From an optimization exercise on the open Yosys and OpenROAD flow, aimed at small area, a short achievable clock period and few clock cycles per item; shortcuts taken in it are not production practice. Where RTL was checked, it was by simulation tests only, not by an equivalence proof against the original. Only the layout flow was run in runs 1 to 4; the RTL was not checked for function there.

## flow/design.v (module list and top-level ports; edited modules follow where they fit)
// module plint_slope: 96 lines
// module piecewise_linear_interpolator: 197 lines
// module plint_mac: 1311 lines
module piecewise_linear_interpolator (
  input  wire logic                     clk_i,
  input  wire logic                     rst_ni,
  input  wire logic                     cfg_valid_i,
  output logic                          cfg_ready_o,
  input  wire logic [plint_pkg::AW-1:0] cfg_addr_i,
  input  wire logic [plint_pkg::DW-1:0] cfg_data_i,
  input  wire logic                     s_axis_tvalid,
  output logic                          s_axis_tready,
  input  wire logic [15:0]              s_axis_tdata,    
  output logic                          m_axis_tvalid,
  input  wire logic                     m_axis_tready,
  output logic [23:0]                   m_axis_tdata,    
  output logic [1:0]                    m_axis_tuser     
);
  // ...
==> flow/run.sh <==
#!/bin/bash
# synth_recipe.tcl (not shown) runs the flow's synth.tcl, then flattens the netlist and writes it again
# the make line also repeats each setting of config.mk as NAME=value (left out here)
make -C /OpenROAD-flow-scripts/flow DESIGN_CONFIG=/design/flow/config.mk WORK_HOME=/design/flow/orfs CLKGATE_MAP_FILE= SYNTH_SCRIPT=/design/flow/synth_recipe.tcl finish
==> flow/config.mk <==
export PLATFORM = sky130hd
export DESIGN_NAME = piecewise_linear_interpolator
export DESIGN_NICKNAME = piecewise_linear_interpolator
export VERILOG_FILES = /design/flow/design.v
export SDC_FILE = /design/flow/constraint.sdc
export NUM_CORES = 4
export LEC_CHECK = 0
export CAP_MARGIN = 20
export CORE_MARGIN = 2
export CORE_UTILIZATION = 40
export SLEW_MARGIN = 20
==> flow/constraint.sdc <==
create_clock -name core_clock -period 8.0 [get_ports {clk_i}]
set_input_delay 1.6000 -clock core_clock [delete_from_list [all_inputs] [get_ports {clk_i}]]
set_output_delay 1.6000 -clock core_clock [all_outputs]
set_load 0.01 [all_outputs]
==> results.json, run 1 <==
{
  "crit_arrival_ns": 7.48,
  "syn-num-nets": 5834,
  "synth_top_area_cell": "edfxtp_1",
  "vias_per_cell": 5.658,
  "syn2layout_area_growth_pct": 9.224,
  "rows": 129,
  "taps": 1637,
  "hp-class": "reg -> reg",
  "worstHoldStart": "status_q[1]$_SDFFCE_PP0N_",
  "port_buffers": 75,
  "ys_seq_area_share_pct": 28.97,
  "stdcell_count": 6757,
  "setup_slack_ns": 0.8986,
  "synth_top_family_by_area": "adder cells",
  "cap_viol_max_count": 0,
  "multi_input_area_um2": 32790,
  "inverters": 526,
  "drc": 0,
  "n_all_buffers": 140,
  "grt_max_degree": 106,
  "final_cell_mix": "inv_1, xnor2_1, edfxtp_1",
  "status": "finished clean",
  "ys_warn_count": 2,
  "fp.coreArea_um2": 124000,
  "wl_met3_mm": 9.437,
  "synth-simple-area-share_pct": 9.776,
  "drtIter0Drc": 3567,
  "seqCellArea_um2": 14510,
  "initial_core_util_pct": 40.41
}
==> module plint_slope, before the edit <==
module plint_slope (
  input  wire logic        clk_i,
  input  wire logic        rst_ni,
  input  wire logic        start_i,    
  input  wire logic [15:0] xa_i,
  input  wire logic [15:0] xb_i,
  input  wire logic [23:0] sa_i,
  input  wire logic [23:0] sb_i,
  output logic             rdy_o,
  output logic [40:0]      g_o,
  output logic [3:0]       sh_o,
  output logic             neg_o
);
  localparam int K     = 2;             
  localparam int NCYC  = 42 / K;
  typedef enum logic [1:0] {PH_LOAD, PH_NORM, PH_DIV, PH_DONE} ph_e;
  ph_e         ph_q;
  logic [4:0]  cnt_q;
  logic [15:0] v_q;       
  logic [15:0] rem_q;     
  logic [41:0] q_q;       
  logic [3:0]  sh_q;
  logic        neg_q;
  logic [24:0] dy;
  logic [23:0] dmag;
  assign dy   = {sb_i[23], sb_i} - {sa_i[23], sa_i};
  assign dmag = dy[24] ? 24'(-dy) : dy[23:0];
  logic [15:0] vn;
  logic [3:0]  shn;
  always_comb begin
    vn  = v_q;
    shn = '0;
    if (vn[15:8] == '0) begin vn = {vn[7:0], 8'd0};  shn[3] = 1'b1; end
    if (vn[15:12] == '0) begin vn = {vn[11:0], 4'd0}; shn[2] = 1'b1; end
    if (vn[15:14] == '0) begin vn = {vn[13:0], 2'd0}; shn[1] = 1'b1; end
    if (vn[15] == 1'b0) begin vn = {vn[14:0], 1'b0};  shn[0] = 1'b1; end
  end
  logic [15:0] rem_n;
  logic [41:0] q_n;
  always_comb begin
    logic [16:0] t;
    logic [16:0] d;
    rem_n = rem_q;
    q_n   = q_q;
    for (int i = 0; i < K; i++) begin
      t     = {rem_n, q_n[41]};
      d     = t - {1'b0, v_q};
      q_n   = {q_n[40:0], !d[16]};
      rem_n = d[16] ? t[15:0] : d[15:0];
    end
  end
  always_ff @(posedge clk_i or negedge rst_ni) begin
    if (!rst_ni) begin
      ph_q  <= PH_LOAD;
      rdy_o <= 1'b0;
    end else if (start_i) begin
      ph_q  <= PH_LOAD;
      rdy_o <= 1'b0;
    end else begin
      unique case (ph_q)
        PH_LOAD: ph_q <= PH_NORM;
        PH_NORM: ph_q <= PH_DIV;
        PH_DIV:  if (cnt_q == 5'(NCYC - 1)) begin
          ph_q  <= PH_DONE;
          rdy_o <= 1'b1;
        end
        default: ;
      endcase
    end
  end
  always_ff @(posedge clk_i) begin
    unique case (ph_q)
      PH_LOAD: begin
        v_q   <= xb_i - xa_i;
        neg_q <= dy[24];
        rem_q <= {2'b00, dmag[23:10]};
        q_q   <= {dmag[9:0], 32'd0};
      end
      PH_NORM: begin
        v_q        <= vn;
        sh_q       <= shn;
        q_q[15:0]  <= vn;
        cnt_q      <= '0;
      end
      PH_DIV: begin
        rem_q <= rem_n;
        q_q   <= q_n;
        cnt_q <= cnt_q + 5'd1;
      end
      default: ;
    endcase
  end
  assign g_o   = q_q[40:0];
  assign sh_o  = sh_q;
  assign neg_o = neg_q;
endmodule
==> inputs of run 2 (changes only) <==
--- a/flow/design.v
+++ b/flow/design.v
@@ -39,7 +39,7 @@
   output logic [3:0]       sh_o,
   output logic             neg_o
 );
-  localparam int K     = 2;             
+  localparam int K     = 1;             
   localparam int NCYC  = 42 / K;
   typedef enum logic [1:0] {PH_LOAD, PH_NORM, PH_DIV, PH_DONE} ph_e;
   ph_e         ph_q;
==> run 2 against run 1 <==
Against the previous run:
- non-clock buffer count fell by 7
- cell count fell by 2.8%
- synthesized area fell by 2.9%
- critical path depth fell by 13
- via count fell by 1.7%
- register-to-register slack improved by 1.2 ns
==> results.json, run 2 <==
{
  "via_count": 37600,
  "cts-root-buf": "clkbuf_16",
  "max_stage_delay_ns": 0.72,
  "syn-num-nets": 5647,
  "drtPass1Iterations": 8,
  "hpwl_mm": 111.9,
  "setup_slack_ns": 2.119,
  "slowest_stage": "clkinv_2",
  "cts_made_buffers": 60,
  "async_reset_ff_share_pct": 26.53,
  "synth_compound_area_share_pct": 16.95,
  "drt_wl_total_mm": 144.7,
  "final_nets": 5570,
  "status": "finished clean",
  "die_area_um2": 124400,
  "place_congestion": 0.9178,
  "ys_seq_area_share_pct": 29.84,
  "grt_max_degree": 134,
  "clock_latency_ns": 0.68,
  "die_x_um": 352.7,
  "period_share_pct": 73.51,
  "cts.sinks": 505,
  "final_cell_mix": "inv_1, xnor2_1, edfxtp_1",
  "syn_area_per_cell_um2": 9.753,
  "fmax_mhz": 170.1,
  "antenna_found_initial": 3,
  "r2r_start": "seg_q$_DFFE_PN_",
  "synth.area.top_cells": "edfxtp_1, fa_1, xnor2_1, ha_1, dfrtp_1",
  "path_class": "reg -> reg",
  "cp_cell_sequence": "buf_4 -> mux2i_4 -> buf_4 -> xnor2_1 -> clkinv_2 -> xnor2_1 -> fa_1 -> fa_1 -> inv_1 -> fa_1 -> fa_1",
  "setup_viol": 0,
  "synth-main-ff-cell": "edfxtp_1",
  "slew_viol_final": 0,
  "drtIter0Drc": 3441,
  "fp.coreArea_um2": 120300,
  "synth.cell_area_um2": 48630,
  "synth_common_cells": "inv_1, xnor2_1, edfxtp_1, nand2_1, fa_1",
  "fin_util_pct": 44.13,
  "ant_nets": 0,
  "critPathLaunch": "seg_q$_DFFE_PN_",
  "pin_count": 77,
  "yosysUniqueCellTypes": 92,
  "worstSetupEndpoint": "ra_q[46]$_DFFE_PN_",
  "critPathCaptureType": "register",
  "n_fill_cell": 11580,
  "cts.path.max_buffers": 3,
  "syn2layout_area_growth_pct": 9.160,
  "tns_ns": 0,
  "fin_skew_ns": 0.02691,
  "synth_top_area_share_pct": 22.91,
  "reg_top3": "ra_q (56), rb_q (56)",
  "cts_setup_buffers": 0,
  "synth_top_family_by_area": "adder cells",
  "slew_headroom_pct": 28.04,
  "synth-simple-area-share_pct": 10.15,
  "critPathMaxFanout": 40,
  "grt_first_pass_wirelength_mm": 223.1,
  "ys_ff_latch": 505,
  "worst_pin_slew_ns": 1.068,
  "post-place-ws_ns": 2.311,
  "required_ns": 8.42,
  "synthXorXnorAreaFrac_pct": 9.564,
  "period_minus_slack_ns": 5.881,
  "hold_violations": 0,
  "first_global_vias": 36280,
  "initial_core_util_pct": 40.43,
  "drc": 0,
  "die_h_um": 352.7,
  "r2r_slack_ns": 2.12,
  "syn_inst": 4986,
  "holdBufCountCts": 0,
  "grtUsageTotal_pct": 22.83,
  "drive_gt1_share_pct": 8.148,
  "port_buffers": 75,
  "synth_top_area_cell": "edfxtp_1",
  "regToRegEndpoint": "ra_q[46]$_DFFE_PN_",
  "grt_remaining_overflow": 0,
  "synthMuxAreaShare_pct": 6.525,
  "cap_viol_max_count": 0,
  "synth_edf_count": 371,
  "reg2regPathDepth": 11,
  "crit_arrival_ns": 6.30,
  "startpoint_type": "register",
  "rows": 127,
  "tritoncts": "yes",
  "htree_levels": 2,
  "rsz0062_at_grt": "no",
  "vias_per_cell": 5.722,
  "synth_adder_area_share_pct": 20.96,
  "final_common_cell": "inv_1",
  "hp-class": "reg -> reg",
  "critPathMostFrequentCell": "fa_1",
  "clk_pin_slew_worst_paths_ns": 0.06,
  "cts_resized": 0,
  "ys_warn_count": 2,
  "synth.most_common_cell": "inv_1",
  "wire_per_inst_um": 22.02
}
run 2: cell count changes after synthesis, sizes merged, moves of 20 or more:
cell / previous run / this run
ha: 309 / 277
xor2: 111 / 80
nor3: 68 / 92
mux2: 187 / 160
a21oi: 243 / 196
inv: 523 / 494
xnor2: 471 / 451
run 2: kinds of logic (layout without fill, tap and decap cells):
| logic type | Yosys count | in the layout |
|---|---|---|
| buf+inv | 772 | 744 |
| compound gates | 1238 | 1238 |
| mux | 297 | 297 |
| fa+ha+maj | 613 | 613 |
| simple gates | 1028 | 1028 |
| other cells | 2 | 3 |
| xor+xnor | 531 | 531 |
| flops | 505 | 505 |
run 2: worst max-delay path: cells and delay by family (launching register included):
| kind | cells | cell delay (ns) |
|---|---|---|
| muxes | 1 | 0.58 |
| adders and majority gates | 4 | 2.01 |
| buffers and inverters | 4 | 1.81 |
| xor gates and xnor gates | 2 | 0.76 |
| DFF | 1 | 0.32 |
run 2: metrics by stage:
stage / hold WS [ns] / std cells / instance area, um2
floorplan: 0.4003 / 4986 / 48630
global placement: 0.4006 / 6457 / 51030
detailed placement: 0.4056 / 6458 / 51060
CTS: 0.4125 / 6569 / 53040
global route: 0.4198 / 6570 / 53080
finish: 0.4164 / 6571 / 53080
run 2: layout make-up:
class | count | area, um2 | share of cell area (%)
clock buffers | 86 | 1692 | 3.187
inverters | 500 | 1883 | 3.547
multi-input cells | 3709 | 31460 | 59.26
repair buffers | 133 | 1227 | 2.312
well taps | 1612 | 2017 | 3.800
clock inverters | 25 | 295.3 | 0.5563
flip-flops and latches | 505 | 14510 | 27.34
diodes | 1 | 2.502 | 0.004714
run 2: how the worst min path moves through the flow:
stage | start | end | slack [ns] | cells after the start
finish | status_q[0]$_SDFFCE_PP1N_ | stc_q[0]$_DFFE_PN_ | 0.42 | 0
detailed placement | status_q[1]$_SDFFCE_PP0N_ | stc_q[1]$_DFFE_PN_ | 0.41 | 0
floorplan | status_q[0]$_SDFFCE_PP1N_ | stc_q[0]$_DFFE_PN_ | 0.40 | 0
CTS | status_q[0]$_SDFFCE_PP1N_ | stc_q[0]$_DFFE_PN_ | 0.41 | 0
global route | status_q[0]$_SDFFCE_PP1N_ | stc_q[0]$_DFFE_PN_ | 0.42 | 0
global placement | status_q[1]$_SDFFCE_PP0N_ | stc_q[1]$_DFFE_PN_ | 0.40 | 0
run 2: routing by layer:
layer	up-vias	global-route usage [%]	routed length, um
li1	17560	-	-
met1	18560	32.23	65420
met2	1268	36.82	66620
met3	212	2.825	8563
met4	0	6.274	4114
met5	-	0	0
==> inputs of run 3 (changes only) <==
--- a/flow/design.v
+++ b/flow/design.v
@@ -43,7 +43,7 @@
   localparam int NCYC  = 42 / K;
   typedef enum logic [1:0] {PH_LOAD, PH_NORM, PH_DIV, PH_DONE} ph_e;
   ph_e         ph_q;
-  logic [4:0]  cnt_q;
+  logic [5:0]  cnt_q;
   logic [15:0] v_q;       
   logic [15:0] rem_q;     
   logic [41:0] q_q;       
@@ -88,7 +88,7 @@
       unique case (ph_q)
         PH_LOAD: ph_q <= PH_NORM;
         PH_NORM: ph_q <= PH_DIV;
-        PH_DIV:  if (cnt_q == 5'(NCYC - 1)) begin
+        PH_DIV:  if (cnt_q == 6'(NCYC - 1)) begin
           ph_q  <= PH_DONE;
           rdy_o <= 1'b1;
         end
@@ -113,7 +113,7 @@
       PH_DIV: begin
         rem_q <= rem_n;
         q_q   <= q_n;
-        cnt_q <= cnt_q + 5'd1;
+        cnt_q <= cnt_q + 6'd1;
       end
       default: ;
     endcase
--- a/flow/config.mk
+++ b/flow/config.mk
@@ -5,7 +5,9 @@
 export SDC_FILE = /design/flow/constraint.sdc
 export NUM_CORES = 4
 export LEC_CHECK = 0
+export ABC_CLOCK_PERIOD_IN_PS = 3500
 export CAP_MARGIN = 20
 export CORE_MARGIN = 2
 export CORE_UTILIZATION = 40
+export SETUP_SLACK_MARGIN = 4.5
 export SLEW_MARGIN = 20
==> run 3 against run 2 <==
Against the previous run:
- first-iteration DRC count rose by 13%
- cell area rose by 17%
- routed wire length rose by 13%
- hold slack improved by 0.0054 ns
- clock skew fell by 0.0018 ns
- register-to-register slack improved by 1.2 ns
==> results.json, run 3 <==
{
  "tritoncts": "yes",
  "required_ns": 8.42,
  "rsz0062_at_grt": "yes",
  "yosysUniqueCellTypes": 105,
  "setup_viol": 0,
  "r2r_slack_ns": 3.29,
  "path_class": "reg -> reg",
  "synth-main-ff-cell": "edfxtp_1",
  "antennaDiodeCount": 0,
  "rows": 127,
  "final_cell_mix": "inv_1, edfxtp_1, nand2_1",
  "setup_slack_ns": 3.290,
  "holdBufCountCts": 0,
  "ys_ff_latch": 507,
  "synth.most_common_cell": "inv_1",
  "syn2layout_area_growth_pct": 29.17,
  "post-place-ws_ns": 2.216,
  "syn-num-nets": 5570,
  "via_count": 40200,
  "grt_max_degree": 83,
  "place_congestion": 0.9279,
  "htree_levels": 2,
  "reg_top3": "ra_q (56), rb_q (56)",
  "final_nets": 5939,
  "place_inst": 6383,
  "drive_gt1_share_pct": 28.24,
  "hpwl_mm": 109.5,
  "synth.area.top_cells": "edfxtp_1, fa_1, xnor2_1, ha_1, dfrtp_1",
  "clock_latency_ns": 0.69,
  "fin_skew_ns": 0.02507,
  "port_buffers": 75,
  "slew_headroom_pct": 24.17,
  "grtUsageTotal_pct": 25.62,
  "slew_viol_final": 0,
  "fp.coreArea_um2": 119800,
  "die_area_um2": 123300,
  "status": "finished clean",
  "initial_core_util_pct": 40.24,
  "max_stage_delay_ns": 0.63,
  "cts-root-buf": "clkbuf_16",
  "critPathMostFrequentCell": "buf_12",
  "cts.path.max_buffers": 3,
  "worst_pin_slew_ns": 1.126,
  "stdcell_count": 6941,
  "ys_seq_area_share_pct": 30.23,
  "die_x_um": 351.2,
  "grt_remaining_overflow": 0,
  "die_h_um": 351.2,
  "cpLargestDelayFamily": "adder cells",
  "hold_ws_ns": 0.4218,
  "hold_violations": 0,
  "drtIter0Drc": 3897,
  "synth_top_area_cell": "edfxtp_1",
  "cap_viol_max_count": 0,
  "fin_util_pct": 51.97,
  "ant_nets": 0,
  "cp_cell_sequence": "buf_12 -> mux2i_4 -> buf_12 -> buf_8 -> xnor2_4 -> buf_12 -> buf_12 -> buf_16 -> buf_12 -> xnor2_4 -> fa_1 -> fa_2 -> fa_2 -> fa_2 -> fa_2",
  "clk_pin_slew_worst_paths_ns": 0.06,
  "synth_top_area_share_pct": 23.23,
  "startpoint_type": "register",
  "cts.sinks": 507,
  "ys_warn_count": 2,
  "cts_made_buffers": 60,
  "antenna_found_initial": 2,
  "path_buf_inv": 7,
  "period_share_pct": 58.87,
  "vias_per_cell": 5.791,
  "synth_edf_count": 373,
  "async_reset_ff_share_pct": 26.43,
  "postPlaceCellArea_um2": 51540,
  "fmax_mhz": 212.3,
  "pin_count": 77,
  "syn_inst": 4909,
  "syn_area_per_cell_um2": 9.820,
  "tns_ns": 0,
  "final_cell_area_um2": 62270,
  "drc": 0,
  "period_minus_slack_ns": 4.710,
  "synth.cell_area_um2": 48210,
  "final_common_cell": "inv_1",
  "synth_common_cells": "inv_1, xnor2_1, edfxtp_1, nand2_1, fa_1",
  "first_global_vias": 38820,
  "slowest_stage": "fa_2",
  "crit_arrival_ns": 5.13,
  "critPathCaptureType": "register",
  "hp-class": "reg -> reg",
  "critPathMaxFanout": 6,
  "drtPass1Iterations": 9,
  "grt_first_pass_wirelength_mm": 241.3,
  "drt_wl_total_mm": 163.5,
  "wire_per_inst_um": 23.55
}
-- run 3: cell count changes after synthesis, sizes merged, moves of 10 or more --
cell    before  now
nor3        92   59
nor2       216  235
o21bai      10   25
xor2        80   94
xnor2      451  464
inv        494  482
nor3b       20    8
a211oi      40   29
nand4       35   25
o221ai      19    9
-- run 3: final cells by class --
cell class | count | area [um2]
timing repair inverter | 5 | 67.56
multi-input combinational | 3649 | 35550
fill | 10590 | 57540
tap | 1612 | 2017
clock buffer | 90 | 1809
inverter | 485 | 1929
timing repair buffer | 570 | 6058
sequential | 507 | 14580
clock inverter | 23 | 261.5
-- run 3: worst reg2reg max path, stage by stage, from the launching register on --
cell	delay (ns)
edfxtp_1	0.41
buf_12	0.17
mux2i_4	0.19
buf_12	0.16
buf_8	0.13
xnor2_4	0.15
buf_12	0.15
buf_12	0.12
buf_16	0.15
buf_12	0.15
xnor2_4	0.13
fa_1	0.48
fa_2	0.63
fa_2	0.46
fa_2	0.56
fa_2	0.41
-- run 3: cells by family (layout without fill, tap and decap cells) --
| kind of cell | Yosys count | in the layout | share of synthesized area (%) |
|---|---|---|---|
| AND/OR/NAND/NOR | 991 | 991 | 9.684 |
| other | 2 | 2 | 0.01558 |
| flip-flops | 507 | 507 | 30.23 |
| AO/OA/AOI/OAI | 1181 | 1183 | 16.01 |
| multiplexers | 298 | 301 | 6.712 |
| adder cells (fa/ha/maj) | 613 | 613 | 21.14 |
| buffers and inverters | 759 | 1173 | 6.076 |
| XOR/XNOR | 558 | 559 | 10.14 |
-- run 3: final timing paths --
kind / to / startpoint / cells after the start
worst max-delay path: ra_q[35]$_DFFE_PN_ / seg_q$_DFFE_PN_ / 15
worst min-delay path: stc_q[1]$_DFFE_PN_ / status_q[1]$_SDFFCE_PP0N_ / 0
worst max register to register: ra_q[35]$_DFFE_PN_ / seg_q$_DFFE_PN_ / 15
worst min register to register: stc_q[1]$_DFFE_PN_ / status_q[1]$_SDFFCE_PP0N_ / 0
max in group asynchronous: ov_q$_DFFE_PN0P_ / rst_ni / 2
min in group asynchronous: x2_q[15]$_DFFE_PN0P_ / rst_ni / 1
-- run 3: timing repair --
item | 4_1_cts | 5_1_grt
cloned | 34 | 3
gates resized for setup | 548 | 403
endpoints found under the setup margin | 271 | 231
setup buffers | 233 | 175
pin swaps | 220 | 256
-- run 3: metal layers --
| layer | routed length [um] | vias to the layer above | GRT usage, % |
|---|---|---|---|
| li1 | - | 17990 | - |
| met1 | 68540 | 19870 | 35.26 |
| met2 | 73120 | 1877 | 40.14 |
| met3 | 13670 | 459 | 4.600 |
| met4 | 8128 | 4 | 9.777 |
| met5 | 23 | - | 0 |
==> inputs of run 4 (changes only) <==
--- a/flow/config.mk
+++ b/flow/config.mk
@@ -5,9 +5,9 @@
 export SDC_FILE = /design/flow/constraint.sdc
 export NUM_CORES = 4
 export LEC_CHECK = 0
-export ABC_CLOCK_PERIOD_IN_PS = 3500
+export ABC_CLOCK_PERIOD_IN_PS = 3000
 export CAP_MARGIN = 20
 export CORE_MARGIN = 2
 export CORE_UTILIZATION = 40
-export SETUP_SLACK_MARGIN = 4.5
+export SETUP_SLACK_MARGIN = 5.0
 export SLEW_MARGIN = 20
==> run 4 against run 3 <==
Against the previous run:
- routed wire length is 0.42% lower
- clock skew up 0.0038 ns
- global-route usage shrank 0.22 points
- first-iteration DRC count up 0.18%
- synthesized area did not move
- register-to-register slack better by 0.09 ns
- setup slack better by 0.088 ns
- sequential share of layout area decreased by 0.49 points
- critical endpoint is now ra_q[32]$_DFFE_PN_
- synthesized cell count unchanged
- non-clock buffer count grew 36
==> results.json, run 4 <==
{
  "cts.path.max_buffers": 3,
  "synth_compound_area_share_pct": 16.01,
  "final_cell_mix": "inv_1, edfxtp_1, xnor2_1",
  "slowest_stage": "fa_1",
  "hold_violations": 0,
  "synth_top_family_by_area": "adder cells",
  "grt_first_pass_wirelength_mm": 240.5,
  "r2r_start": "seg_q$_DFFE_PN_",
  "reg_top3": "ra_q (56), rb_q (56)",
  "r2r_slack_ns": 3.38,
  "required_ns": 8.43,
  "synth.most_common_cell": "inv_1",
  "tritoncts": "yes",
  "async_reset_ff_share_pct": 26.43,
  "final_common_cell": "inv_1",
  "clock_latency_ns": 0.70,
  "clk_pin_slew_worst_paths_ns": 0.06,
  "ant_nets": 0,
  "drtIter0Drc": 3904,
  "ys_seq_area_share_pct": 30.23,
  "rsz0062_at_grt": "yes",
  "syn_inst": 4909,
  "post-place-ws_ns": 2.307,
  "hp-class": "reg -> reg",
  "final_nets": 5972,
  "status": "finished clean",
  "syn_area_per_cell_um2": 9.820,
  "ys_warn_count": 2,
  "synth_common_cells": "inv_1, xnor2_1, edfxtp_1, nand2_1, fa_1",
  "htree_levels": 2,
  "grt_max_degree": 97,
  "synth_top_area_share_pct": 23.23,
  "yosysUniqueCellTypes": 105,
  "rows": 127,
  "port_buffers": 75,
  "synthXorXnorAreaFrac_pct": 10.14,
  "cp_cell_sequence": "buf_6 -> clkbuf_16 -> mux2_4 -> o21ai_0 -> a22oi_2 -> xnor2_1 -> fa_1 -> fa_2 -> fa_1 -> fa_2 -> fa_2",
  "cts-root-buf": "clkbuf_16",
  "cts.sinks": 507,
  "max_stage_delay_ns": 0.60,
  "drc": 0,
  "cap_viol_max_count": 0,
  "first_global_vias": 39700,
  "grt_remaining_overflow": 0,
  "critPathLaunch": "seg_q$_DFFE_PN_",
  "synth_top_area_cell": "edfxtp_1",
  "fin_skew_ns": 0.02882,
  "initial_core_util_pct": 40.24,
  "cts_made_buffers": 61,
  "tns_ns": 0,
  "vias_per_cell": 5.796,
  "synth-main-ff-cell": "edfxtp_1",
  "period_share_pct": 57.77,
  "worstHoldStart": "status_q[1]$_SDFFCE_PP0N_",
  "place_inst": 6388,
  "syn-num-nets": 5570,
  "stdcell_count": 6975,
  "drt_wl_total_mm": 162.8,
  "synth_adder_area_share_pct": 21.14,
  "startpoint_type": "register",
  "critPathCaptureType": "register",
  "fp.coreArea_um2": 119800,
  "critPathMostFrequentCell": "fa_2",
  "critPathMaxFanout": 11,
  "die_h_um": 351.2,
  "synth.area.top_cells": "edfxtp_1, fa_1, xnor2_1, ha_1, dfrtp_1",
  "antennaDiodeCount": 0,
  "slew_headroom_pct": 23.26,
  "synth-simple-area-share_pct": 9.684,
  "die_x_um": 351.2,
  "worst_pin_slew_ns": 1.144,
  "via_count": 40430,
  "crit_arrival_ns": 5.05,
  "setup_slack_ns": 3.378,
  "grtUsageTotal_pct": 25.40,
  "drtPass1Iterations": 6,
  "place_congestion": 0.9096,
  "synthMuxAreaShare_pct": 6.712,
  "slew_viol_final": 0,
  "synth_edf_count": 373,
  "syn2layout_area_growth_pct": 31.94,
  "period_minus_slack_ns": 4.622,
  "synth.cell_area_um2": 48210,
  "hpwl_mm": 110.1,
  "path_class": "reg -> reg",
  "die_area_um2": 123300,
  "fmax_mhz": 216.4,
  "antenna_found_initial": 1,
  "setup_viol": 0,
  "drive_gt1_share_pct": 31.44,
  "pin_count": 77,
  "wire_per_inst_um": 23.34,
  "ys_ff_latch": 507
}
[run 4: changes by cell type in the layout (fill, tap and decap cells not counted), moves of 23 or more]
cell,delta
buf_6,+81
o21ai_0,-45
clkdlybuf4s50_1,-27
a21oi_1,-26
o21ai_2,+24
dlygate4sd2_1,+23
[run 4: final cells by class]
| type | count | area, um2 |
|---|---|---|
| multi-input cells | 3648 | 36580 |
| well taps | 1612 | 2017 |
| fillers | 10270 | 56210 |
| repair buffers | 606 | 6341 |
| clock buffers | 91 | 1908 |
| clock inverters | 24 | 229.0 |
| inverters | 485 | 1934 |
| repair inverters | 2 | 17.52 |
| flip-flops and latches | 507 | 14580 |
[run 4: final timing paths]
| check | endpoint | cells past startpoint |
|---|---|---|
| setup reg to reg | ra_q[32]$_DFFE_PN_ | 11 |
| hold / removal | stc_q[1]$_DFFE_PN_ | 0 |
| setup / recovery | ra_q[32]$_DFFE_PN_ | 11 |
| hold reg to reg | stc_q[1]$_DFFE_PN_ | 0 |
| min in group asynchronous | x2_q[14]$_DFFE_PN0P_ | 1 |
| max in group asynchronous | skv_q$_DFF_PN0_ | 2 |
[run 4: layer usage]
layer | track usage (%) | routed length, um
met4 | 10.23 | 8052
met1 | 34.72 | 68790
met5 | 0 | 33
met3 | 4.019 | 11710
met2 | 40.23 | 74210
[run 4: what timing repair did]
item                                   in CTS  in global routing
pin swaps                                 215                272
gates resized for setup                   715                485
cloned                                     29                 10
hold buffers                                0                  0
endpoints found under the hold margin       0                  0
setup buffers                             311                121
setup endpoints to repair                 335                279
[run 4: logic make-up (layout without fill, tap and decap cells)]
logic type,count (synthesis),after routing
buffers and inverters,759,1208
multiplexers,298,301
AND/OR/NAND/NOR,991,991
other,2,2
flip-flops,507,507
AO/OA/AOI/OAI,1181,1182
adder cells (fa/ha/maj),613,613
XOR/XNOR,558,559
[run 4: per-stage QoR]
| step | util [%] | hold slack (ns) | instance area (um2) |
|---|---|---|---|
| after floorplan | - | 0.4003 | 49990 |
| after detailed placement | 43.39 | 0.4052 | 51980 |
| after global routing | 53.09 | 0.4464 | 63600 |
| final | 53.09 | 0.4273 | 63600 |
| after global placement | 43.39 | 0.4010 | 51980 |
| after CTS | 50.28 | 0.4297 | 60240 |
[run 4: worst max-delay path: cells and delay by family (launching register included)]
family / cells / cell delay (ns)
DFF: 1 / 0.38
muxes: 1 / 0.41
buffers and inverters: 2 / 0.49
xor gates and xnor gates: 1 / 0.18
AOI/OAI and AO/OA: 2 / 0.43
adders and majority gates: 5 / 2.46
==> module piecewise_linear_interpolator, before the edit <==
module piecewise_linear_interpolator (
  input  wire logic                     clk_i,
  input  wire logic                     rst_ni,
  input  wire logic                     cfg_valid_i,
  output logic                          cfg_ready_o,
  input  wire logic [plint_pkg::AW-1:0] cfg_addr_i,
  input  wire logic [plint_pkg::DW-1:0] cfg_data_i,
  input  wire logic                     s_axis_tvalid,
  output logic                          s_axis_tready,
  input  wire logic [15:0]              s_axis_tdata,    
  output logic                          m_axis_tvalid,
  input  wire logic                     m_axis_tready,
  output logic [23:0]                   m_axis_tdata,    
  output logic [1:0]                    m_axis_tuser     
);
  localparam int XW = plint_pkg::XW;
  localparam int SW = plint_pkg::SW;
  localparam int GW = plint_pkg::GW;
  logic [1:0]    cnt_q;
  logic [XW-1:0] x0_q, x1_q, x2_q;
  logic [SW-1:0] s0_q, s1_q, s2_q;
  assign cfg_ready_o = 1'b1;
  always_ff @(posedge clk_i or negedge rst_ni) begin
    if (!rst_ni) begin
      cnt_q <= plint_pkg::RST_COUNT;
      x0_q  <= plint_pkg::RST_X0;
      x1_q  <= plint_pkg::RST_X1;
      x2_q  <= plint_pkg::RST_X2;
      s0_q  <= plint_pkg::RST_S0;
      s1_q  <= plint_pkg::RST_S1;
      s2_q  <= plint_pkg::RST_S2;
    end else if (cfg_valid_i) begin
      unique case (cfg_addr_i)
        plint_pkg::REG_COUNT: cnt_q <= cfg_data_i[1:0];
        plint_pkg::REG_X0:    x0_q  <= cfg_data_i[XW-1:0];
        plint_pkg::REG_X1:    x1_q  <= cfg_data_i[XW-1:0];
        plint_pkg::REG_X2:    x2_q  <= cfg_data_i[XW-1:0];
        plint_pkg::REG_S0:    s0_q  <= cfg_data_i[SW-1:0];
        plint_pkg::REG_S1:    s1_q  <= cfg_data_i[SW-1:0];
        plint_pkg::REG_S2:    s2_q  <= cfg_data_i[SW-1:0];
        default: ;
      endcase
    end
  end
  logic start_q;
  always_ff @(posedge clk_i or negedge rst_ni) begin
    if (!rst_ni) start_q <= 1'b0;
    else         start_q <= cfg_valid_i && cfg_addr_i != plint_pkg::REG_COUNT &&
                            cfg_addr_i != 3'd7;
  end
  logic          rdy0, rdy1, neg0, neg1;
  logic [GW-1:0] g0, g1;
  logic [3:0]    sh0, sh1;
  plint_slope u_seg0 (
    .clk_i, .rst_ni, .start_i(start_q),
    .xa_i(x0_q), .xb_i(x1_q), .sa_i(s0_q), .sb_i(s1_q),
    .rdy_o(rdy0), .g_o(g0), .sh_o(sh0), .neg_o(neg0)
  );
  plint_slope u_seg1 (
    .clk_i, .rst_ni, .start_i(start_q),
    .xa_i(x1_q), .xb_i(x2_q), .sa_i(s1_q), .sb_i(s2_q),
    .rdy_o(rdy1), .g_o(g1), .sh_o(sh1), .neg_o(neg1)
  );
  logic en;           
  logic ov_q, skv_q;  
  logic va_q, vb_q;
  assign en            = !skv_q;
  assign s_axis_tready = en && rdy0 && rdy1 && !start_q;
  logic [XW-1:0] xs_q;
  always_ff @(posedge clk_i or negedge rst_ni) begin
    if (!rst_ni)  va_q <= 1'b0;
    else if (en)  va_q <= s_axis_tvalid && s_axis_tready;
  end
  always_ff @(posedge clk_i) begin
    if (en) xs_q <= s_axis_tdata;
  end
  logic          le0, le1, le2, ge_last;
  logic [XW-1:0] dx, dxs;
  logic [3:0]    sh;
  logic          seg;
  logic [1:0]    bsel, status;    
  assign le0 = xs_q <= x0_q;
  assign le1 = xs_q <= x1_q;
  assign le2 = xs_q <= x2_q;
  always_comb begin
    unique case (cnt_q)
      2'd2:    ge_last = xs_q >= x1_q;
      2'd3:    ge_last = xs_q >= x2_q;
      default: ge_last = xs_q >= x0_q;
    endcase
  end
  always_comb begin
    status = plint_pkg::ST_OK;
    bsel   = 2'd3;
    seg    = 1'b0;
    if (cnt_q == 2'd0) begin
      status = plint_pkg::ST_EMPTY;
    end else if (le0) begin
      bsel = 2'd0;
    end else if (ge_last) begin
      bsel = (cnt_q == 2'd3) ? 2'd2 : (cnt_q == 2'd2) ? 2'd1 : 2'd0;
    end else if (cnt_q[1] && le1) begin
      bsel = 2'd0;
      seg  = 1'b0;
    end else if (cnt_q == 2'd3 && le2) begin
      bsel = 2'd1;
      seg  = 1'b1;
    end else begin
      status = plint_pkg::ST_NOSEG;
    end
  end
  logic interp;
  assign interp = cnt_q != 2'd0 && !le0 && !ge_last &&
                  ((cnt_q[1] && le1) || (cnt_q == 2'd3 && le2));
  assign dx = interp ? (seg ? xs_q - x1_q : xs_q - x0_q) : '0;
  assign sh = seg ? sh1 : sh0;
  always_comb begin
    dxs = dx;
    if (sh[3]) dxs = {dxs[7:0], 8'd0};
    if (sh[2]) dxs = {dxs[11:0], 4'd0};
    if (sh[1]) dxs = {dxs[13:0], 2'd0};
    if (sh[0]) dxs = {dxs[14:0], 1'b0};
  end
  logic [XW-1:0] dxs_q;
  logic          seg_q;
  logic [1:0]    bsel_q, status_q;
  always_ff @(posedge clk_i or negedge rst_ni) begin
    if (!rst_ni)  vb_q <= 1'b0;
    else if (en)  vb_q <= va_q;
  end
  always_ff @(posedge clk_i) begin
    if (en) begin
      dxs_q    <= dxs;
      seg_q    <= seg;
      bsel_q   <= bsel;
      status_q <= status;
    end
  end
  logic [GW-1:0] gm;
  logic          negm;
  logic [SW-1:0] base;
  logic [55:0]   ra, rb;
  assign gm   = seg_q ? g1 : g0;
  assign negm = seg_q ? neg1 : neg0;
  always_comb begin
    unique case (bsel_q)
      2'd0:    base = s0_q;
      2'd1:    base = s1_q;
      2'd2:    base = s2_q;
      default: base = '0;
    endcase
  end
  plint_mac u_mac (.dxs(dxs_q), .g(gm), .negm(negm), .base(base), .ra(ra), .rb(rb));
  logic [55:0] ra_q, rb_q;
  logic [1:0]  stc_q;
  logic        vc_q;
  always_ff @(posedge clk_i or negedge rst_ni) begin
    if (!rst_ni)  vc_q <= 1'b0;
    else if (en)  vc_q <= vb_q;
  end
  always_ff @(posedge clk_i) begin
    if (en) begin
      ra_q  <= ra;
      rb_q  <= rb;
      stc_q <= status_q;
    end
  end
  logic [55:0]   sum;
  logic [SW-1:0] score;
  assign sum   = ra_q + rb_q;
  assign score = sum[32 +: SW];
  logic [SW+1:0] od_q, skd_q;
  always_ff @(posedge clk_i or negedge rst_ni) begin
    if (!rst_ni) begin
      ov_q  <= 1'b0;
      skv_q <= 1'b0;
    end else if (skv_q) begin
      if (m_axis_tready) skv_q <= 1'b0;
    end else if (!ov_q || m_axis_tready) begin
      ov_q <= vc_q;
    end else if (vc_q) begin
      skv_q <= 1'b1;
    end
  end
  always_ff @(posedge clk_i) begin
    if (skv_q) begin
      if (m_axis_tready) od_q <= skd_q;
    end else if (!ov_q || m_axis_tready) begin
      od_q <= {stc_q, score};
    end else begin
      skd_q <= {stc_q, score};
    end
  end
  assign m_axis_tvalid = ov_q;
  assign m_axis_tdata  = od_q[SW-1:0];
  assign m_axis_tuser  = od_q[SW+1:SW];
endmodule
==> inputs of run 5 (changes only) <==
--- a/flow/design.v
+++ b/flow/design.v
@@ -52,7 +52,7 @@
   logic [24:0] dy;
   logic [23:0] dmag;
   assign dy   = {sb_i[23], sb_i} - {sa_i[23], sa_i};
-  assign dmag = dy[24] ? 24'(-dy) : dy[23:0];
+  assign dmag = neg_q ? 24'(-q_q[23:0]) : q_q[23:0];
   logic [15:0] vn;
   logic [3:0]  shn;
   always_comb begin
@@ -99,16 +99,16 @@
   always_ff @(posedge clk_i) begin
     unique case (ph_q)
       PH_LOAD: begin
-        v_q   <= xb_i - xa_i;
-        neg_q <= dy[24];
-        rem_q <= {2'b00, dmag[23:10]};
-        q_q   <= {dmag[9:0], 32'd0};
+        v_q       <= xb_i - xa_i;
+        neg_q     <= dy[24];
+        q_q[24:0] <= dy;
       end
       PH_NORM: begin
-        v_q        <= vn;
-        sh_q       <= shn;
-        q_q[15:0]  <= vn;
-        cnt_q      <= '0;
+        v_q   <= vn;
+        sh_q  <= shn;
+        rem_q <= {2'b00, dmag[23:10]};
+        q_q   <= {dmag[9:0], 16'd0, vn};
+        cnt_q <= '0;
       end
       PH_DIV: begin
         rem_q <= rem_n;
@@ -190,33 +190,27 @@
   logic va_q, vb_q;
   assign en            = !skv_q;
   assign s_axis_tready = en && rdy0 && rdy1 && !start_q;
-  logic [XW-1:0] xs_q;
-  always_ff @(posedge clk_i or negedge rst_ni) begin
-    if (!rst_ni)  va_q <= 1'b0;
-    else if (en)  va_q <= s_axis_tvalid && s_axis_tready;
-  end
-  always_ff @(posedge clk_i) begin
-    if (en) xs_q <= s_axis_tdata;
-  end
-  logic          le0, le1, le2, ge_last;
-  logic [XW-1:0] dx, dxs;
-  logic [3:0]    sh;
+  logic [XW-1:0] x;
+  logic          le0, le1, le2, ge_last, interp;
   logic          seg;
   logic [1:0]    bsel, status;    
-  assign le0 = xs_q <= x0_q;
-  assign le1 = xs_q <= x1_q;
-  assign le2 = xs_q <= x2_q;
+  logic [XW-1:0] dx;
+  assign x   = s_axis_tdata;
+  assign le0 = x <= x0_q;
+  assign le1 = x <= x1_q;
+  assign le2 = x <= x2_q;
   always_comb begin
     unique case (cnt_q)
-      2'd2:    ge_last = xs_q >= x1_q;
-      2'd3:    ge_last = xs_q >= x2_q;
-      default: ge_last = xs_q >= x0_q;
+      2'd2:    ge_last = x >= x1_q;
+      2'd3:    ge_last = x >= x2_q;
+      default: ge_last = x >= x0_q;
     endcase
   end
   always_comb begin
     status = plint_pkg::ST_OK;
     bsel   = 2'd3;
     seg    = 1'b0;
+    interp = 1'b0;
     if (cnt_q == 2'd0) begin
       status = plint_pkg::ST_EMPTY;
     end else if (le0) begin
@@ -224,29 +218,45 @@
     end else if (ge_last) begin
       bsel = (cnt_q == 2'd3) ? 2'd2 : (cnt_q == 2'd2) ? 2'd1 : 2'd0;
     end else if (cnt_q[1] && le1) begin
-      bsel = 2'd0;
-      seg  = 1'b0;
+      bsel   = 2'd0;
+      interp = 1'b1;
     end else if (cnt_q == 2'd3 && le2) begin
-      bsel = 2'd1;
-      seg  = 1'b1;
+      bsel   = 2'd1;
+      seg    = 1'b1;
+      interp = 1'b1;
     end else begin
       status = plint_pkg::ST_NOSEG;
     end
   end
-  logic interp;
-  assign interp = cnt_q != 2'd0 && !le0 && !ge_last &&
-                  ((cnt_q[1] && le1) || (cnt_q == 2'd3 && le2));
-  assign dx = interp ? (seg ? xs_q - x1_q : xs_q - x0_q) : '0;
-  assign sh = seg ? sh1 : sh0;
+  assign dx = interp ? (seg ? x - x1_q : x - x0_q) : '0;
+  logic [XW-1:0] dx_q;
+  logic          sega_q;
+  logic [1:0]    bsela_q, sta_q;
+  always_ff @(posedge clk_i or negedge rst_ni) begin
+    if (!rst_ni)  va_q <= 1'b0;
+    else if (en)  va_q <= s_axis_tvalid && s_axis_tready;
+  end
+  always_ff @(posedge clk_i) begin
+    if (en) begin
+      dx_q    <= dx;
+      sega_q  <= seg;
+      bsela_q <= bsel;
+      sta_q   <= status;
+    end
+  end
+  logic [XW-1:0] dxs;
+  logic [3:0]    sh;
+  assign sh = sega_q ? sh1 : sh0;
   always_comb begin
-    dxs = dx;
+    dxs = dx_q;
     if (sh[3]) dxs = {dxs[7:0], 8'd0};
     if (sh[2]) dxs = {dxs[11:0], 4'd0};
     if (sh[1]) dxs = {dxs[13:0], 2'd0};
     if (sh[0]) dxs = {dxs[14:0], 1'b0};
   end
   logic [XW-1:0] dxs_q;
-  logic          seg_q;
+  logic [GW-1:0] gm_q;
+  logic          negm_q;
   logic [1:0]    bsel_q, status_q;
   always_ff @(posedge clk_i or negedge rst_ni) begin
     if (!rst_ni)  vb_q <= 1'b0;
@@ -255,17 +265,14 @@
   always_ff @(posedge clk_i) begin
     if (en) begin
       dxs_q    <= dxs;
-      seg_q    <= seg;
-      bsel_q   <= bsel;
-      status_q <= status;
+      gm_q     <= sega_q ? g1 : g0;
+      negm_q   <= sega_q ? neg1 : neg0;
+      bsel_q   <= bsela_q;
+      status_q <= sta_q;
     end
   end
-  logic [GW-1:0] gm;
-  logic          negm;
   logic [SW-1:0] base;
   logic [55:0]   ra, rb;
-  assign gm   = seg_q ? g1 : g0;
-  assign negm = seg_q ? neg1 : neg0;
   always_comb begin
     unique case (bsel_q)
       2'd0:    base = s0_q;
@@ -274,7 +281,7 @@
       default: base = '0;
     endcase
   end
-  plint_mac u_mac (.dxs(dxs_q), .g(gm), .negm(negm), .base(base), .ra(ra), .rb(rb));
+  plint_mac u_mac (.dxs(dxs_q), .g(gm_q), .negm(negm_q), .base(base), .ra(ra), .rb(rb));
   logic [55:0] ra_q, rb_q;
   logic [1:0]  stc_q;
   logic        vc_q;
--- a/flow/config.mk
+++ b/flow/config.mk
@@ -5,9 +5,9 @@
 export SDC_FILE = /design/flow/constraint.sdc
 export NUM_CORES = 4
 export LEC_CHECK = 0
-export ABC_CLOCK_PERIOD_IN_PS = 3000
+export ABC_CLOCK_PERIOD_IN_PS = 3500
 export CAP_MARGIN = 20
 export CORE_MARGIN = 2
 export CORE_UTILIZATION = 40
-export SETUP_SLACK_MARGIN = 5.0
+export SETUP_SLACK_MARGIN = 4.5
 export SLEW_MARGIN = 20
==> run 5 against run 4 <==
Against the previous run:
- still clean
- first-iteration DRC count is 1.1% higher
- synthesized cell count is 2.8% higher
- maximum frequency is 4.8% higher
- sequential share of layout area is 3.7 points higher
- core utilization is 4.4 points lower
- clock skew is 0.019 ns higher
- clock-buffer cell count is 5 lower
- via count is 1.9% lower
- non-clock buffer count is 218 lower
- register-to-register slack better by 0.21 ns
- global-route usage is 0.50 points lower
- highest routed layer is now met4
==> results.json, run 5 <==
{
  "cts_made_buffers": 67,
  "clock_latency_ns": 0.67,
  "cts.path.max_buffers": 3,
  "period_minus_slack_ns": 4.409,
  "critPathCaptureType": "register",
  "cap_viol_max_count": 0,
  "syn_inst": 5048,
  "grt_max_degree": 89,
  "hold_ws_ns": 0.4203,
  "required_ns": 8.41,
  "syn-num-nets": 5708,
  "place_congestion": 0.9362,
  "grt_first_pass_wirelength_mm": 241.1,
  "critPathMaxFanout": 5,
  "pin_count": 77,
  "final_common_cell": "nand2_1",
  "fmax_mhz": 226.8,
  "htree_levels": 3,
  "place_inst": 6502,
  "die_h_um": 355.7,
  "synth.cell_area_um2": 49480,
  "synth_top_area_share_pct": 25.43,
  "critPathMostFrequentCell": "fa_2",
  "async_reset_ff_share_pct": 24.23,
  "stdcell_count": 6880,
  "syn_area_per_cell_um2": 9.803,
  "hold_violations": 0,
  "yosysUniqueCellTypes": 93,
  "tns_ns": 0,
  "drc": 0,
  "slowest_stage": "fa_2",
  "tritoncts": "yes",
  "vias_per_cell": 5.767,
  "syn2layout_area_growth_pct": 21.20,
  "setup_slack_ns": 3.591,
  "path_class": "reg -> reg",
  "n_fill_cell": 11080,
  "cpLargestDelayFamily": "adder cells",
  "drt_wl_total_mm": 164.1,
  "via_count": 39680,
  "fp.coreArea_um2": 123200,
  "die_area_um2": 126500,
  "final_nets": 5850,
  "worst_pin_slew_ns": 1.303,
  "hp-class": "reg -> reg",
  "slew_headroom_pct": 12.20,
  "max_stage_delay_ns": 0.56,
  "final_cell_mix": "nand2_1, edfxtp_1, inv_1",
  "clk_pin_slew_worst_paths_ns": 0.06,
  "grt_remaining_overflow": 0,
  "cts-root-buf": "clkbuf_16",
  "rsz0062_at_grt": "yes",
  "slew_viol_final": 0,
  "ys_seq_area_share_pct": 32.24,
  "first_global_vias": 38920,
  "synth_edf_count": 419,
  "crit_arrival_ns": 4.82,
  "synth_top_area_cell": "edfxtp_1",
  "drtPass1Iterations": 7,
  "synth.most_common_cell": "inv_1",
  "post-place-ws_ns": 2.546,
  "synth_common_cells": "inv_1, nand2_1, xnor2_1, edfxtp_1, fa_1",
  "cts.sinks": 553,
  "path_buf_inv": 4,
  "initial_core_util_pct": 40.18,
  "wire_per_inst_um": 23.86,
  "status": "finished clean",
  "ys_warn_count": 2,
  "antennaDiodeCount": 0,
  "drtIter0Drc": 3945,
  "fin_skew_ns": 0.04779,
  "setup_viol": 0,
  "drive_gt1_share_pct": 20.03,
  "synth-main-ff-cell": "edfxtp_1",
  "rows": 129,
  "port_buffers": 75,
  "ys_ff_latch": 553,
  "period_share_pct": 55.12,
  "antenna_found_initial": 1,
  "startpoint_type": "register",
  "cp_cell_sequence": "buf_6 -> nand3b_1 -> o21ai_4 -> buf_12 -> buf_12 -> buf_16 -> a22oi_2 -> xor2_2 -> fa_2 -> fa_2 -> fa_2 -> fa_2 -> fa_2",
  "reg_top3": "ra_q (56), rb_q (56)",
  "synth.area.top_cells": "edfxtp_1, fa_1, xnor2_1, ha_1, dfrtp_1",
  "grtUsageTotal_pct": 24.90,
  "die_x_um": 355.7,
  "hpwl_mm": 110.5,
  "ant_nets": 0
}
run 5: per-layer routing:
metal | share of wire, % | GRT usage, % | vias up
met3 | 8.0 | 4.343 | 515
met1 | 41 | 32.58 | 19530
met2 | 45 | 40.07 | 1755
met4 | 6.0 | 11.75 | 0
met5 | 0 | 0 | -
li1 | - | - | 17880
run 5: cell type report:
class                      instances  area, um2  share of cell area, %
multi-input combinational       3717      33170                  55.31
sequential                       553      15960                  26.61
timing repair buffer             388       4712                  7.856
tap                             1637       2048                  3.415
clock buffer                      86       1839                  3.067
inverter                         462       1822                  3.037
clock inverter                    36      419.2                 0.6989
timing repair inverter             1      6.256                0.01043
run 5: timing repair:
item / in CTS / in global routing
cloned: 25 / 14
pin swaps: 145 / 209
endpoints found under the setup margin: 203 / 184
buffers inserted: 135 / 81
endpoints found under the hold margin: 0 / 0
hold buffers: 0 / 0
resized for setup: 354 / 226
run 5: logic make-up after synthesis:
kind of cell	after synthesis	share of synthesized area (%)
fa+ha+maj	612	20.57
buf+inv	784	6.061
xor+xnor	572	10.15
mux	215	4.698
simple gates	1060	10.00
flops	553	32.24
other cells	2	0.01518
compound gates	1250	16.26
run 5: path summary, 6_finish.rpt:
check | from | end | slack (ns) | cells past startpoint
worst min-delay path | status_q[1]$_DFFE_PN_ | stc_q[1]$_DFFE_PN_ | 0.42 | 0
min in group asynchronous | rst_ni | x0_q[15]$_DFFE_PN0P_ | 0.94 | 1
worst max-delay path | dxs_q[3]$_DFFE_PN_ | ra_q[39]$_DFFE_PN_ | 3.59 | 13
max in group asynchronous | rst_ni | u_seg0.rdy_o$_DFFE_PN0P_ | 5.63 | 2
worst min register to register | status_q[1]$_DFFE_PN_ | stc_q[1]$_DFFE_PN_ | 0.42 | 0
worst max register to register | dxs_q[3]$_DFFE_PN_ | ra_q[39]$_DFFE_PN_ | 3.59 | 13
run 5: worst reg2reg max path, stage by stage (launching register included):
cell	delay, ns
edfxtp_1	0.46
buf_6	0.16
nand3b_1	0.19
o21ai_4	0.10
buf_12	0.18
buf_12	0.15
buf_16	0.17
a22oi_2	0.07
xor2_2	0.23
fa_2	0.47
fa_2	0.56
fa_2	0.45
fa_2	0.56
fa_2	0.43
run 5: through the flow:
step           cell area (um2)  utilization [%]
3_3_place_gp             52450            42.59
3_5_place_dp             52450            42.59
5_1_grt                  59980            48.70
6_report                 59980            48.70
4_1_cts                  58070            47.15
2_1_floorplan            50400                -
Testbench counts of run 5, summed over its fixed seeds: cycles 5,016, items 4,096.
==> inputs of run 6 (changes only) <==
--- a/flow/config.mk
+++ b/flow/config.mk
@@ -5,9 +5,9 @@
 export SDC_FILE = /design/flow/constraint.sdc
 export NUM_CORES = 4
 export LEC_CHECK = 0
-export ABC_CLOCK_PERIOD_IN_PS = 3500
+export ABC_CLOCK_PERIOD_IN_PS = 4000
 export CAP_MARGIN = 20
 export CORE_MARGIN = 2
 export CORE_UTILIZATION = 40
-export SETUP_SLACK_MARGIN = 4.5
+export SETUP_SLACK_MARGIN = 4.0
 export SLEW_MARGIN = 20
==> run 6 against run 5 <==
Against the previous run:
- still clean on timing, DRC and antenna
- clock-buffer cell count shrank 4
- critical endpoint is now ra_q[37]$_DFFE_PN_
- setup slack gained 0.078 ns
- register-to-register slack gained 0.08 ns
- synthesized cell count is the same
==> results.json, run 6 <==
{
  "status": "finished clean",
  "synth_common_cells": "inv_1, nand2_1, xnor2_1, edfxtp_1, fa_1",
  "grtUsageTotal_pct": 25.20,
  "hold_violations": 0,
  "cap_viol_max_count": 0,
  "n_fill_cell": 11380,
  "drtPass1Iterations": 6,
  "syn_area_per_cell_um2": 9.803,
  "first_global_vias": 38600,
  "rsz0062_at_grt": "yes",
  "port_buffers": 75,
  "synth_top_area_cell": "edfxtp_1",
  "reg_top3": "ra_q (56), rb_q (56)",
  "htree_levels": 3,
  "slew_headroom_pct": 13.15,
  "fmax_mhz": 230.9,
  "grt_remaining_overflow": 0,
  "critPathMostFrequentCell": "fa_1",
  "wire_per_inst_um": 23.86,
  "synth.area.top_cells": "edfxtp_1, fa_1, xnor2_1, ha_1, dfrtp_1",
  "synth_top_area_share_pct": 25.43,
  "ant_nets": 0,
  "drc": 0,
  "initial_core_util_pct": 40.18,
  "required_ns": 8.39,
  "place_congestion": 0.9167,
  "antenna_found_initial": 2,
  "synth-main-ff-cell": "edfxtp_1",
  "slowest_stage": "fa_1",
  "path_buf_inv": 3,
  "synth_edf_count": 419,
  "final_nets": 5800,
  "setup_viol": 0,
  "syn_inst": 5048,
  "holdBufCountCts": 0,
  "hp-class": "reg -> reg",
  "period_share_pct": 54.14,
  "clock_latency_ns": 0.66,
  "cp_cell_sequence": "buf_4 -> nand3b_1 -> o21ai_4 -> buf_12 -> buf_16 -> a22oi_1 -> xnor2_1 -> fa_1 -> fa_1 -> fa_1 -> fa_1 -> fa_2",
  "crit_arrival_ns": 4.72,
  "hpwl_mm": 111.2,
  "fp.coreArea_um2": 123200,
  "antennaDiodeCount": 0,
  "max_stage_delay_ns": 0.56,
  "ys_warn_count": 2,
  "period_minus_slack_ns": 4.331,
  "synth.cell_area_um2": 49480,
  "cts.path.max_buffers": 3,
  "drt_wl_total_mm": 163.0,
  "grt_first_pass_wirelength_mm": 242.6,
  "die_x_um": 355.7,
  "die_area_um2": 126500,
  "syn2layout_area_growth_pct": 17.60,
  "tritoncts": "yes",
  "clk_pin_slew_worst_paths_ns": 0.06,
  "fin_skew_ns": 0.03437,
  "pin_count": 77,
  "slew_viol_final": 0,
  "die_h_um": 355.7,
  "yosysUniqueCellTypes": 93,
  "cts_made_buffers": 68,
  "cts.sinks": 553,
  "syn-num-nets": 5708,
  "ys_ff_latch": 553,
  "via_count": 39340,
  "ys_seq_area_share_pct": 32.24,
  "cpLargestDelayFamily": "adder cells",
  "drtIter0Drc": 3860,
  "drive_gt1_share_pct": 15.23,
  "worst_pin_slew_ns": 1.289,
  "critPathMaxFanout": 5,
  "final_cell_mix": "inv_1, nand2_1, edfxtp_1",
  "critPathCaptureType": "register",
  "path_class": "reg -> reg",
  "rows": 129,
  "tns_ns": 0,
  "startpoint_type": "register",
  "synth.most_common_cell": "inv_1",
  "async_reset_ff_share_pct": 24.23,
  "grt_max_degree": 86,
  "cts-root-buf": "clkbuf_16",
  "vias_per_cell": 5.758,
  "final_common_cell": "inv_1"
}
-- run 6: cell counts after synthesis --
No cell type changed its count.
-- run 6: worst reg2reg max path, stage by stage, from the launching register on --
cell and delay (ns):
edfxtp_1 0.44, buf_4 0.20, nand3b_1 0.15, o21ai_4 0.09, buf_12 0.15, buf_16 0.15
a22oi_1 0.24, xnor2_1 0.19, fa_1 0.49, fa_1 0.56, fa_1 0.45, fa_1 0.55
fa_2 0.43
-- run 6: per-stage QoR --
step	std cells	area [um2]	utilization [%]	hold slack [ns]	worst slack, ns
2_1_floorplan	5048	50320	-	0.4003	3.063
3_3_place_gp	6507	52410	42.56	0.4012	2.531
3_5_place_dp	6507	52410	42.56	0.4045	2.518
4_1_cts	6760	57110	46.37	0.4220	3.678
5_1_grt	6831	58190	47.25	0.4230	3.492
6_report	6831	58190	47.25	0.4200	3.669
-- run 6: what timing repair did --
item / CTS / global route
hold endpoints to repair: 0 / 0
gates cloned: 23 / 4
gates resized for setup: 173 / 80
endpoints found under the setup margin: 120 / 107
pin swaps: 85 / 43
buffers inserted: 106 / 66
-- run 6: per-layer routing --
layer / track usage, % / vias up / routed length, um
met3: 5.060 / 453 / 13320
met4: 12.37 / 4 / 9461
met2: 39.82 / 1695 / 73780
met5: 0 / - / 38
met1: 32.96 / 19400 / 66410
li1: - / 17790 / -
-- run 6: layout make-up --
class / instances / area, um2 / share of cell area (%)
Sequential cell: 553 / 15950 / 27.41
Timing Repair Buffer: 341 / 4013 / 6.895
Clock buffer: 82 / 1805 / 3.103
Tap cell: 1637 / 2048 / 3.520
Multi-Input combinational cell: 3713 / 32050 / 55.08
Inverter: 462 / 1809 / 3.109
Timing Repair inverter: 1 / 8.758 / 0.01505
Clock inverter: 42 / 503.0 / 0.8643
-- run 6: worst paths after layout --
| path | start | endpoint | slack [ns] | depth (start not counted) |
|---|---|---|---|---|
| setup / recovery | dxs_q[3]$_DFFE_PN_ | ra_q[37]$_DFFE_PN_ | 3.67 | 12 |
| hold / removal | status_q[0]$_DFFE_PN_ | stc_q[0]$_DFFE_PN_ | 0.42 | 0 |
| setup reg to reg | dxs_q[3]$_DFFE_PN_ | ra_q[37]$_DFFE_PN_ | 3.67 | 12 |
| hold reg to reg | status_q[0]$_DFFE_PN_ | stc_q[0]$_DFFE_PN_ | 0.42 | 0 |
| max in group asynchronous | rst_ni | u_seg0.rdy_o$_DFFE_PN0P_ | 5.63 | 2 |
| min in group asynchronous | rst_ni | x0_q[15]$_DFFE_PN0P_ | 0.93 | 1 |
-- run 6: cells by family (layout without fill, tap and decap cells) --
kind of cell,Yosys count,in the layout,share of synthesized area (%)
AOI/OAI and AO/OA,1250,1251,16.26
and+or+nand+nor,1060,1060,10.00
buffers and inverters,784,928,6.061
adders and majority gates,612,612,20.57
xor gates and xnor gates,572,573,10.15
DFF,553,553,32.24
muxes,215,215,4.698
other,2,2,0.01518

-- re-timing with driven ports --
In the flow no input, the clock included, has a driving cell. The finished layouts below were timed again as built, in two steps.
Step 1 sets driving cells, clkbuf_16 on the clock port and buf_2 on the other inputs (assumed; they add their load-dependent delay and slew).
Step 2 also shifts input and output timing later by t, the mid clock arrival at the registers, as if the neighbouring blocks saw the same clock.
a / b / c = ideal / step 1 / step 2; a / b = the first two.
run	t, ns	setup slack, ns	hold WS [ns]	worst setup path at the end	pins driven straight from the clock port
run 1	0.740	0.899 / 0.899 / 0.899	0.425 / 0.425 / 0.425	register to register	1
run 2	0.740	2.119 / 2.119 / 2.119	0.416 / 0.416 / 0.416	register to register	1
run 3	0.756	3.290 / 3.290 / 3.290	0.422 / 0.422 / 0.422	register to register	1
run 4	0.764	3.378 / 3.378 / 3.378	0.427 / 0.427 / 0.427	register to register	1
run 5	0.723	3.591 / 3.591 / 3.591	0.420 / 0.420 / 0.420	register to register	1
run 6	0.715	3.669 / 3.669 / 3.352	0.420 / 0.420 / 0.420	input to register	1
After both steps every run listed still meets setup and hold. For run 6, which loses most, drivers alone change the setup slack by 0.000 ns; drivers and shift together by -0.317 ns.
